What follows belongs to an exercise in optimizing a design on an open flow for small area; a production flow would make more cautious choices. Where RTL was checked, it was by simulation tests only, not by an equivalence proof against the original. Power is estimated from default activity; no workload was simulated.

## pulsing_led_level_controller_unit
module pulsing_led_level_controller_unit (
  input  logic                       clk_i,
  input  logic                       rst_ni,
  input  logic                       in_valid,
  output logic                       in_ready,
  input  logic [1:0]                 in_command,
  input  logic [31:0]                in_now_ms,
  input  logic [31:0]                in_last_point_ms,
  input  logic [7:0]                 in_red,
  input  logic [7:0]                 in_green,
  input  logic [7:0]                 in_blue,
  output logic                       out_valid,
  input  logic                       out_ready,
  output logic [17:0]                out_level,
  output logic                       out_pulsing,
  output logic [7:0]                 out_red,
  output logic [7:0]                 out_green,
  output logic [7:0]                 out_blue,
  input  logic                       psel,
  input  logic                       penable,
  input  logic                       pwrite,
  input  logic [3:0]                 paddr,
  input  logic [31:0]                pwdata,
  output logic [31:0]                prdata,
  output logic                       pready
);
  ...
For scale: about 750 cells after synthesis, about 170 flip-flops.
Settings: LEC_CHECK=0, ABC_AREA=1, CAP_MARGIN=20, CORE_MARGIN=2, CORE_UTILIZATION=40, PLACE_DENSITY=0.8, SLEW_MARGIN=20; clock period 11.0 ns.
standard.sh (not shown) runs the stock make flow with config.mk's settings and CLKGATE_MAP_FILE= SYNTH_SCRIPT=/design/flow/synth_recipe.tcl, a recipe that flattens the netlist after the stock synthesis.
==> flow/flow/run.sh <==
#!/bin/bash
# Standard ORFS layout (the standard.sh) with area-oriented choices:
#  - ABC maps with an area-oriented script (flow/abc_area.script, used through a copy of the
#    ORFS scripts folder); registers are mapped by the unchanged yosys flow as in the standard
#    synthesis.
#  - buf_1 as the port buffer on every input and output port.
#  - CTS with clkbuf_8 buffers, larger sink clusters and no dummy loads.
# Each tool's output goes to the ORFS logs under orfs/logs; make's output goes to flow.log.
set -euo pipefail
rm -rf orfs_scripts
cp -r "$FLOW_HOME/scripts" orfs_scripts
cp flow/abc_area.script orfs_scripts/abc_area.script
export SCRIPTS_DIR="$PWD/orfs_scripts"
export BUFFER_PORTS_ARGS="-buffer_cell sky130_fd_sc_hd__buf_1"
export SKIP_REPAIR_TIE_FANOUT=1
export CTS_ARGS="-sink_clustering_enable -repair_clock_nets -dont_use_dummy_load -buf_list sky130_fd_sc_hd__clkbuf_8 -sink_clustering_size 20 -sink_clustering_max_diameter 80"
bash standard.sh > flow.log 2>&1
==> flow/flow/abc_area.script <==
strash
&get -n
&st
&synch2
&dch -f
&put
amap
topo
stime -c
The first run ran to the end with no violations.
Then changed:
--- a/flow/design.v
+++ b/flow/design.v
@@ -78,19 +78,19 @@
   logic [4:0]  step;    
   logic [1:0]  ch;      
   logic        k0, k16;
   assign k0  = (k == 5'd0);
   assign k16 = (k == 5'd16);
   logic [16:0] lv;      
   logic        pul;
   logic [23:0] col;     
   logic [16:0] rr, tr;
-  logic        gt, lt, seen, seen2, dbit, sR, neg, bq, ca, cb, cq, rd, qd, ybit;
+  logic        gt, lt, dbit, sR, neg, bq, ca, cb, cq, rd, qd, ybit;
   logic [31:0] per_z, low_z, upp_z, gain_z;
   assign per_z  = {19'd0, per_q};
   assign low_z  = {15'd0, low_q};
   assign upp_z  = {15'd0, upp_q};
   assign gain_z = {15'd0, gain_q};
   logic [4:0] tidx;
   logic       now_b, last_b;
   assign tidx   = (st == S_EL) ? ~step : step;
   assign now_b  = in_now_ms[tidx];
@@ -115,37 +115,36 @@
   always_comb begin
     case (ch)
       2'd0: cin_sel = in_red;
       2'd1: cin_sel = in_green;
       default: cin_sel = in_blue;
     endcase
   end
   assign cj_idx = ~step[2:0];
   assign cj     = cin_sel[cj_idx] & (step[4:3] == 2'b11);
-  logic seen0, seen20;
-  assign seen0  = k0 ? 1'b0 : seen;
-  assign seen20 = k0 ? 1'b0 : seen2;
   logic fa_x, fa_y, fa_c, fa_s, fa_co;
   always_comb begin
     case (st)
-      S_MOD, S_TABS: begin fa_x = u_b; fa_y = ~l_b; fa_c = k0 ? 1'b1 : ca; end
+      S_MOD:   begin fa_x = u_b; fa_y = ~l_b; fa_c = k0 ? 1'b1 : ca; end
+      S_TABS:  begin fa_x = neg ? l_b : u_b; fa_y = ~(neg ? u_b : l_b); fa_c = k0 ? 1'b1 : ca; end
       S_MDB:   begin fa_x = rr[0]; fa_y = dbit & tr[0]; fa_c = k0 ? 1'b0 : ca; end
       S_COL:   begin fa_x = t_h;   fa_y = cj & lv_h;    fa_c = k0 ? 1'b0 : ca; end
       default: begin fa_x = l_b;   fa_y = q_h ^ neg;    fa_c = k0 ? (neg ^ bq) : ca; end
     endcase
   end
   assign fa_s  = fa_x ^ fa_y ^ fa_c;
   assign fa_co = (fa_x & fa_y) | (fa_x & fa_c) | (fa_y & fa_c);
   logic fb_x, fb_y, fb_c, fb_s, fb_co, ybit_n;
   assign ybit_n = k0 ? fa_s : ybit;
   always_comb begin
     case (st)
       S_EL:    begin fb_x = now_b;           fb_y = ~last_b;      fb_c = cb; end
+      S_TABS:  begin fb_x = rr[0] ^ sR;      fb_y = 1'b0;         fb_c = k0 ? sR : cb; end
       S_W1, S_W2: begin fb_x = lv_h;         fb_y = ~c655[k];     fb_c = k0 ? 1'b1 : cb; end
       S_MOD:   begin fb_x = k0 ? now_b : rd; fb_y = p_b ^ ~sR;  fb_c = k0 ? ~sR : cb; end
       S_MDA:   begin fb_x = k0 ? 1'b0 : rd;  fb_y = p_b ^ ~sR;  fb_c = k0 ? ~sR : cb; end
       S_MDB:   begin fb_x = fa_s;            fb_y = ~sR & ~p_b; fb_c = k0 ? ~sR : cb; end
       default: begin fb_x = r_h;             fb_y = ybit_n & g_b; fb_c = k0 ? 1'b0 : cb; end
     endcase
   end
   assign fb_s  = fb_x ^ fb_y ^ fb_c;
   assign fb_co = (fb_x & fb_y) | (fb_x & fb_c) | (fb_y & fb_c);
@@ -179,20 +178,20 @@
         col_en = 1'b1; qmode = 1'b1;
       end
       S_MDB: begin
         r_in = fb_s;
         q_in = k0 ? ~sR : qd;
         col_en = 1'b1; qmode = 1'b1;
       end
       S_TABS: begin
         r_in = 1'b0;
-        t_in = rr[0] ^ (sR & seen0);
-        q_in = fa_s ^ (neg & seen20);
+        t_in = fb_s;
+        q_in = fa_s;
         col_en = 1'b1; qmode = 1'b1;
       end
       S_W1: begin
         lv_en = 1'b1;
         col_en = 1'b1; qmode = 1'b1;
       end
       S_W2: begin
         lv_en = 1'b1;
         lv_in = pul ? fa_s : fb_s;
@@ -243,20 +242,18 @@
   always_ff @(posedge clk_i) begin
     if (lv_en) lv <= {lv_in, lv[16:1]};
   end
   always_ff @(posedge clk_i) begin
     ca    <= fa_co;
     cb    <= (st == S_IDLE) | fb_co;
     cq    <= q_h & cq0;
     ybit  <= ybit_n;
     lt    <= lt_n;
-    seen  <= seen0 | rr[0];
-    seen2 <= seen20 | fa_s;
     gt    <= (st == S_EL) & gt_n;
     case (st)
       S_EL: begin
         sR <= 1'b0; neg <= 1'b0; bq <= 1'b0;
       end
       S_MOD: begin
         if (k16) begin
           sR  <= fb_s;
           neg <= ~fa_co;
The changed run produced a clean layout.
Count of clock-buffer cells in the layout does not change.
Sequential share of layout area goes down by 0.50 points.
Design area hardly moves.
Wire length drops by 4.2%.
Worst setup slack improves by 410 ps.
Power came out higher by 4.0%.
Worst hold slack is better by 20 ps.
For the second run of this note, only the layout was checked, not whether the RTL still works.

afterwards: timing with drivers on the ports:
The flow's constraints put no driver on any port. The routed layouts listed below were extracted and timed again, unchanged, in two steps. Step 1 sets driving cells, clkbuf_16 on the clock port and buf_2 on the other inputs (assumed; they add their load-dependent delay and slew). Step 2 adds t to the input delays and takes it off the output delays; t is the mean of the earliest and latest rising clock arrival at the registers after step 1. Input paths then give back, and output paths get back, about the clock's delay inside the block. Slacks: ideal / step 1 / step 2; pairs: ideal / step 1.
run	t, ns	setup WS [ns]	worst setup path after step 2	worst register clock-pin slew, ns	cell pins on the clock port's net
the first run	0.482	4.066 / 4.038 / 4.038	input to output	0.10 / 0.10	1
the second run	0.474	4.472 / 4.445 / 4.200	input to register	0.11 / 0.11	1
After both steps every run listed still meets setup and hold. For the second run, which loses most, drivers alone change the setup slack by -0.027 ns; drivers and shift together by -0.272 ns.
